This is an optimization exercise on Yosys and OpenROAD, whose aim is small area, not a production implementation.
RTL that was checked went through simulation tests only; none was proved equivalent to the original.

Design clk_divider_top, start of the top module:
module clk_divider_top (
    input  wire logic                 int_osc,
    input  wire logic                 rst,
    input  wire clk_div_pkg::master_t master_period_i,
    input  wire clk_div_pkg::duty_t   duty_cycle_i,
    output logic [4-1:0]     wave_o
);
    logic [6:0] t_q;
    logic       t_end;
    logic       t_mul;
    logic       t_div;
    logic       t_start;
    assign t_start = (t_q == 7'd0);
    assign t_end   = (t_q == 7'd92);
    assign t_mul   = (t_q >= 7'd74) && (t_q <= 7'd81);
    assign t_div   = (t_q >= 7'd82) && (t_q <= 7'd91);
    always_ff @(posedge int_osc or posedge rst) begin
        if (rst) begin
            t_q <= '0;
        end else begin
            t_q <= t_end ? 7'd0 : t_q + 7'd1;
        end
    end
    logic [9:0]  ms_q;
    logic [17:0] pr_q;
    logic [10:0] mul_sum;
    logic [8:0]  rem_sh;
    logic [8:0]  rem_inc;
    logic [9:0]  mul_b;
    logic [10:0] mc;
    assign mul_b = pr_q[0] ? ms_q : 10'd0;
    assign mc[0] = 1'b0;
    for (genvar i = 0; i < 10; i++) begin : g_mul
        assign mul_sum[i] = pr_q[8+i] ^ mul_b[i] ^ mc[i];
        assign mc[i+1]    = (pr_q[8+i] & mul_b[i]) | (mc[i] & (pr_q[8+i] ^ mul_b[i]));
    end
    assign mul_sum[10] = mc[10];
    assign rem_sh  = {pr_q[17:10], pr_q[9]};
    logic       qbit;
    logic [8:0] rc;
    assign qbit  = rem_sh[8] || (rem_sh[7:0] == 8'hff);
    assign rc[0] = qbit;
    for (genvar i = 0; i < 8; i++) begin : g_rinc
        assign rem_inc[i] = rem_sh[i] ^ rc[i];
        assign rc[i+1]    = rc[i] & rem_sh[i];
    end
    assign rem_inc[8] = qbit;
    always_ff @(posedge int_osc) begin
        if (t_start) begin
            ms_q <= master_period_i;
  ...
Size: roughly 620 cells after synthesis, roughly 120 flip-flops, ~24 I/O pins, roughly 5200 um2 of cells after synthesis.
Settings: LEC_CHECK=0, CAP_MARGIN=0, CORE_MARGIN=2, CORE_UTILIZATION=70, SLEW_MARGIN=0; clock period 12.0 ns.
standard.sh (not shown) runs the stock make flow with config.mk's settings and CLKGATE_MAP_FILE= SYNTH_SCRIPT=/design/flow/synth_recipe.tcl, a recipe that flattens the netlist after the stock synthesis.
==> flow/flow/run.sh <==
#!/bin/bash
# Own layout flow: the standard layout (standard.sh) with three changes.
#  1. Synthesis is the standard flow's synthesis script (synth_recipe.tcl, the same
#     registers, flattening and renaming) with the adder extraction left out
#     and ABC run with the area-oriented script flow/area.abc.
#  2. Every port gets the smallest buffer, buf_1.
#  3. The clock tree uses clkbuf_4 and no dummy loads.
# Each step's full output goes to a log file of its own in this folder.
set -euo pipefail
here=$(pwd)
sed "s#log_cmd abc {\*}\$abc_args#log_cmd abc -script ${here}/flow/area.abc {*}[lrange \$abc_args 2 end]#" \
    "${FLOW_HOME}/scripts/synth.tcl" > synth_area.tcl
grep -q "flow/area.abc" synth_area.tcl
sed "s#source \$::env(SCRIPTS_DIR)/synth.tcl#source ${here}/synth_area.tcl#" \
    synth_recipe.tcl > synth_own.tcl
grep -q "synth_area.tcl" synth_own.tcl
bash standard.sh synth SYNTH_SCRIPT="${here}/synth_own.tcl" ADDER_MAP_FILE= > synth.log 2>&1
export BUFFER_PORTS_ARGS="-buffer_cell sky130_fd_sc_hd__buf_1"
export CTS_ARGS="-sink_clustering_enable -repair_clock_nets -dont_use_dummy_load -buf_list sky130_fd_sc_hd__clkbuf_4 -sink_clustering_size 16 -sink_clustering_max_diameter 60"
bash standard.sh finish > layout.log 2>&1
==> flow/flow/area.abc <==
strash
dc2
dch -f
amap
topo
dnsize -c
Then changed:
- CAP_MARGIN: 0 -> 20
- SLEW_MARGIN: 0 -> 20
The new run ran to the end with no violations.
Area after synthesis is unchanged.
Via count stays the same.
Cell area does not change.
No run of this note included a check of the RTL's function; only the layout flow was run.

clk_divider_top, a different RTL version from the one above (not shown whole).
Size: about 620 cells after synthesis, about 24 I/O pins, roughly 5200 sq um of cells after synthesis.
export LEC_CHECK = 0
export CAP_MARGIN = 20
export CORE_MARGIN = 2
export CORE_UTILIZATION = 70
export GPL_TIMING_DRIVEN = 0
export SLEW_MARGIN = 20
create_clock -name core_clock -period 12.0 [get_ports {int_osc}]
Scripts as last shown in full above: flow/flow/run.sh, flow/flow/area.abc
The first run completed with no timing, DRC or antenna violations.
Rerun with:
GPL_TIMING_DRIVEN = unset   (was 0)
What happened: The changed run went through all stages and came out clean; utilization went down by 0.14 points; global-route usage is higher by 2.0 points; non-clock buffer count goes up by 1; setup slack got worse by 0.048 ns.

[re-timing with driven ports]
The flow's constraints put no driver on any port. The routed layouts listed below were extracted and timed again, unchanged, in two steps. Step 1 assumes that a clkbuf_16 drives the clock port and a buf_2 every other input. Step 2, shift: input delay + t, output delay - t, t = (earliest + latest rising clock arrival at the registers) / 2. This alone moves slack from input paths to output paths. Three values: no drivers, after step 1, after step 2; two values: the first two.
run | t, ns | slack for setup (ns) | latest minus earliest clock arrival (ns) | cell pins on the clock port's net
the first run of note 1 | 0.533 | 7.070 / 7.070 / 7.070 | 0.032 / 0.032 | 1
the second run of note 1 | 0.533 | 7.070 / 7.070 / 7.070 | 0.032 / 0.032 | 1
the first run of note 2 | 0.518 | 6.886 / 6.886 / 6.886 | 0.037 / 0.037 | 1
the second run of note 2 | 0.518 | 6.838 / 6.838 / 6.838 | 0.038 / 0.037 | 1
After both steps setup and hold are still met in every run listed.
